Context: an optimization exercise on an open-source flow, tuned for small area. The choices shown serve that exercise and are no tape-out recipe.
In this exercise RTL edits were held to simulation tests only and were not proved equivalent to the original.

==> inputs of job 3789 <==
==> flow/design.v (excerpt) <==
module sha256_msg_packer (
  input  logic         clk_i,
  input  logic         rst_ni,
  input  logic         in_valid_i,
  input  logic [7:0]   in_data_i,
  input  logic         in_last_i,
  output logic         in_ready_o,
  input  logic         start_empty_i,
  output logic         msg_valid_o,
  output logic [5:0]   byte_valid_o,
  output logic [439:0] msg_word_o,
  input  logic         hash_done_i,
  input  logic [255:0] fin_hash_i,
  output logic         digest_valid_o,
  output logic [255:0] digest_o,
  output logic         busy_o
);
==> module sha256_msg_packer, before the edit <==
module sha256_msg_packer (
  input  logic         clk_i,
  input  logic         rst_ni,
  input  logic         in_valid_i,
  input  logic [7:0]   in_data_i,
  input  logic         in_last_i,
  output logic         in_ready_o,
  input  logic         start_empty_i,
  output logic         msg_valid_o,
  output logic [5:0]   byte_valid_o,
  output logic [439:0] msg_word_o,
  input  logic         hash_done_i,
  input  logic [255:0] fin_hash_i,
  output logic         digest_valid_o,
  output logic [255:0] digest_o,
  output logic         busy_o
);
  localparam int unsigned MaxBytes = 55;
  logic               in_ready_q;
  logic               busy_q;
  logic               msg_valid_q;
  logic               digest_valid_q;
  logic               last_q;
  logic               phase_q;
  logic [5:0]         cnt_q;
  logic [255:0]       digest_q;
  logic [7:0]         buf_q [MaxBytes];
  logic [7:0]         buf_d [MaxBytes];
  logic               accept;
  logic               close;
  logic               start_empty;
  logic               waiting;
  logic               cap;
  logic               keep;
  logic [MaxBytes-1:0] wr;
  logic [255:0]       digest_d;
  always_comb begin
    accept      = in_valid_i & in_ready_q;
    close       = accept & (in_last_i | (cnt_q == 6'(MaxBytes - 1)));
    start_empty = ~busy_q & start_empty_i & ~in_valid_i;
    waiting     = busy_q & ~in_ready_q & ~msg_valid_q & phase_q;
    cap         = waiting & hash_done_i;
    keep        = ~cap;
    for (int k = 0; k < MaxBytes; k++) wr[k] = accept & (cnt_q == 6'(k));
  end
  for (genvar k = 0; k < MaxBytes; k++) begin : g_byte
    for (genvar b = 0; b < 8; b++) begin : g_bit
      sha256_msg_packer_ao22 u_ao (
        .a1_i(wr[k]), .a2_i(in_data_i[b]), .b1_i(in_ready_q), .b2_i(buf_q[k][b]),
        .y_o(buf_d[k][b])
      );
    end
  end
  always_ff @(posedge clk_i) begin
    for (int k = 0; k < MaxBytes; k++) buf_q[k] <= buf_d[k];
  end
  for (genvar b = 0; b < 256; b++) begin : g_dig
    sha256_msg_packer_ao22 u_ao (
      .a1_i(cap), .a2_i(fin_hash_i[b]), .b1_i(keep), .b2_i(digest_q[b]), .y_o(digest_d[b])
    );
  end
  always_ff @(posedge clk_i or negedge rst_ni) begin
    if (!rst_ni) begin
      digest_q <= '0;
    end else begin
      digest_q <= digest_d;
    end
  end
  always_ff @(posedge clk_i or negedge rst_ni) begin
    if (!rst_ni) begin
      in_ready_q     <= 1'b0;
      busy_q         <= 1'b0;
      msg_valid_q    <= 1'b0;
      digest_valid_q <= 1'b0;
      last_q         <= 1'b0;
      phase_q        <= 1'b0;
      cnt_q          <= '0;
    end else begin
      msg_valid_q    <= 1'b0;
      digest_valid_q <= 1'b0;
      if (in_ready_q || !busy_q) begin
        in_ready_q <= 1'b1;
        if (accept) begin
          cnt_q  <= cnt_q + 6'd1;
          busy_q <= 1'b1;
          if (close) begin
            in_ready_q  <= 1'b0;
            msg_valid_q <= 1'b1;
            phase_q     <= 1'b0;
            last_q      <= in_last_i;
          end
        end else if (start_empty) begin
          in_ready_q <= 1'b0;
          busy_q     <= 1'b1;
          phase_q    <= 1'b0;
          last_q     <= 1'b1;
        end
      end else if (msg_valid_q) begin
        cnt_q <= '0;
      end else if (!phase_q) begin
        if (last_q) begin
          msg_valid_q <= 1'b1;
          phase_q     <= 1'b1;
        end else begin
          in_ready_q <= 1'b1;
        end
      end else if (hash_done_i) begin
        in_ready_q     <= 1'b1;
        busy_q         <= 1'b0;
        digest_valid_q <= 1'b1;
      end
    end
  end
  always_comb begin
    for (int k = 0; k < MaxBytes; k++) msg_word_o[439-8*k -: 8] = buf_q[k];
  end
  assign in_ready_o     = in_ready_q;
  assign msg_valid_o    = msg_valid_q;
  assign byte_valid_o   = cnt_q;
  assign digest_valid_o = digest_valid_q;
  assign digest_o       = digest_q;
  assign busy_o         = busy_q;
endmodule
==> module sha256_msg_packer_ao22, before the edit <==
module sha256_msg_packer_ao22 (
  input  logic a1_i,
  input  logic a2_i,
  input  logic b1_i,
  input  logic b2_i,
  output logic y_o
);
  assign y_o = (a1_i & a2_i) | (b1_i & b2_i);
endmodule
export LEC_CHECK = 0
export CAP_MARGIN = 20
export CORE_AREA = 5 5 245 245
export DIE_AREA = 0 0 250 250
export SLEW_MARGIN = 20
export SYNTH_HIERARCHICAL = 1
export SYNTH_MINIMUM_KEEP_SIZE = 0
create_clock -name core_clock -period 5.0 [get_ports {clk_i}]
standard.sh (not shown) runs the stock make flow with config.mk's settings and CLKGATE_MAP_FILE= SYNTH_SCRIPT=/design/flow/synth_recipe.tcl, a recipe that flattens the netlist after the stock synthesis.
==> flow/flow/run.sh <==
#!/bin/bash
# The standard layout, with every port buffered by the smallest buffer instead of the one
# buffer_ports picks by default, and a clock tree of small clusters without dummy loads.
set -euo pipefail
C=sky130_fd_sc_hd__clkbuf_
export BUFFER_PORTS_ARGS="-buffer_cell sky130_fd_sc_hd__buf_1"
export PLACE_PINS_ARGS="-min_distance 1 -min_distance_in_tracks"
export CTS_ARGS="-sink_clustering_enable -repair_clock_nets -dont_use_dummy_load -buf_list ${C}8 -root_buf ${C}16 -tree_buf ${C}8 -sink_clustering_buffer ${C}4 -sink_clustering_size 8 -sink_clustering_max_diameter 50"
bash standard.sh > standard.log 2>&1
==> job 2126: changes against job 3789 <==
==> flow/design.v (replaced) <==
module sha256_msg_packer (
  input  logic         clk_i,
  input  logic         rst_ni,
  input  logic         in_valid_i,
  input  logic [7:0]   in_data_i,
  input  logic         in_last_i,
  output logic         in_ready_o,
  input  logic         start_empty_i,
  output logic         msg_valid_o,
  output logic [5:0]   byte_valid_o,
  output logic [439:0] msg_word_o,
  input  logic         hash_done_i,
  input  logic [255:0] fin_hash_i,
  output logic         digest_valid_o,
  output logic [255:0] digest_o,
  output logic         busy_o
);
  localparam int unsigned MaxBytes = 55;
  typedef enum logic [2:0] {
    StIdle,
    StFill,
    StSend,
    StGap,
    StTerm,
    StWaitHash
  } state_e;
  state_e             state_q;
  logic [5:0]         cnt_q;
  logic               last_q;
  logic               in_ready_q;
  logic               msg_valid_q;
  logic               digest_valid_q;
  logic [255:0]       digest_q;
  logic               busy_q;
  logic [7:0]         buf_q [MaxBytes];
  logic               accept;
  logic [5:0]         cnt_inc;
  logic               chunk_full;
  logic [MaxBytes-1:0] wr;
  logic [MaxBytes-1:0] hold;
  always_comb begin
    accept     = in_valid_i & in_ready_q;
    cnt_inc    = cnt_q + 6'd1;
    chunk_full = (cnt_q == 6'(MaxBytes - 1));
    for (int k = 0; k < MaxBytes; k++) begin
      wr[k]   = accept & (cnt_q == 6'(k));
      hold[k] = in_ready_q & ~wr[k];
    end
  end
  always_ff @(posedge clk_i) begin
    for (int k = 0; k < MaxBytes; k++) begin
      buf_q[k] <= ({8{wr[k]}} & in_data_i) | ({8{hold[k]}} & buf_q[k]);
    end
  end
  always_ff @(posedge clk_i or negedge rst_ni) begin
    if (!rst_ni) begin
      digest_q <= '0;
    end else if (state_q == StWaitHash && hash_done_i) begin
      digest_q <= fin_hash_i;
    end
  end
  always_ff @(posedge clk_i or negedge rst_ni) begin
    if (!rst_ni) begin
      state_q        <= StIdle;
      cnt_q          <= '0;
      last_q         <= 1'b0;
      in_ready_q     <= 1'b0;
      msg_valid_q    <= 1'b0;
      digest_valid_q <= 1'b0;
      busy_q         <= 1'b0;
    end else begin
      msg_valid_q    <= 1'b0;
      digest_valid_q <= 1'b0;
      unique case (state_q)
        StIdle, StFill: begin
          in_ready_q <= 1'b1;
          if (accept) begin
            cnt_q  <= cnt_inc;
            busy_q <= 1'b1;
            if (in_last_i || chunk_full) begin
              state_q     <= StSend;
              in_ready_q  <= 1'b0;
              last_q      <= in_last_i;
              msg_valid_q <= 1'b1;
            end else begin
              state_q <= StFill;
            end
          end else if (state_q == StIdle && start_empty_i && !in_valid_i) begin
            state_q    <= StGap;
            in_ready_q <= 1'b0;
            last_q     <= 1'b1;
            busy_q     <= 1'b1;
          end
        end
        StSend: begin
          state_q <= StGap;
          cnt_q   <= '0;
        end
        StGap: begin
          if (last_q) begin
            state_q     <= StTerm;
            msg_valid_q <= 1'b1;
          end else begin
            state_q    <= StFill;
            in_ready_q <= 1'b1;
          end
        end
        StTerm: begin
          state_q <= StWaitHash;
          last_q  <= 1'b0;
        end
        StWaitHash: begin
          if (hash_done_i) begin
            state_q        <= StIdle;
            digest_valid_q <= 1'b1;
            in_ready_q     <= 1'b1;
            busy_q         <= 1'b0;
          end
        end
        default: begin
          state_q    <= StIdle;
          in_ready_q <= 1'b1;
          busy_q     <= 1'b0;
        end
      endcase
    end
  end
  always_comb begin
    for (int k = 0; k < MaxBytes; k++) msg_word_o[439-8*k -: 8] = buf_q[k];
  end
  assign in_ready_o     = in_ready_q;
  assign msg_valid_o    = msg_valid_q;
  assign byte_valid_o   = cnt_q;
  assign digest_valid_o = digest_valid_q;
  assign digest_o       = digest_q;
  assign busy_o         = busy_q;
endmodule
==> flow/run.sh (new file) <==
#!/bin/bash
# synth_recipe.tcl (not shown) runs the flow's synth.tcl, then flattens the netlist and writes it again
# the make line also repeats each setting of config.mk as NAME=value (left out here)
make -C /OpenROAD-flow-scripts/flow DESIGN_CONFIG=/design/flow/config.mk WORK_HOME=/design/flow/orfs CLKGATE_MAP_FILE= SYNTH_SCRIPT=/design/flow/synth_recipe.tcl finish
CORE_AREA = 5 5 355 355   (was 5 5 245 245)
DIE_AREA = 0 0 360 360   (was 0 0 250 250)
SYNTH_HIERARCHICAL = not set   (was 1)
SYNTH_MINIMUM_KEEP_SIZE = not set   (was 0)
removed: flow/flow/run.sh
removed: flow/standard.sh
==> notes <==
In job 3789 the synthesized cell count is smaller than in job 2126, by about 50%. Of job 2126 and job 3789, job 3789 has the higher register-to-register slack (gap 0.05 ns). Core utilization: job 2126 is lower than job 3789 (16 points). In job 3789 the routed wire length is lower than in job 2126, by about 27%.

port drivers added, routing unchanged:
The results above use ideal ports. As a check the final layouts listed here were re-extracted and re-timed, cells and wires unchanged.
Step 1: set_driving_cell puts a clkbuf_16 on clk_i and a buf_2 on each other input, an assumption about the parent block.
Step 2 adds t to the input delays and takes it off the output delays; t is the mean of the earliest and latest rising clock arrival at the registers after step 1. Input paths then give back, and output paths get back, about the clock's delay inside the block.
Slacks: ideal / step 1 / step 2; pairs: ideal / step 1.
run	shift t [ns]	slack for setup (ns)	latest minus earliest clock arrival (ns)
job 3789	0.615	2.022 / 1.997 / 1.792	0.053 / 0.053
job 2126	0.708	1.513 / 1.451 / 1.296	0.031 / 0.031
After both steps every run listed still meets setup and hold. The setup slack of job 3789, which loses most, moves by -0.025 ns with the drivers and by -0.230 ns with both steps.
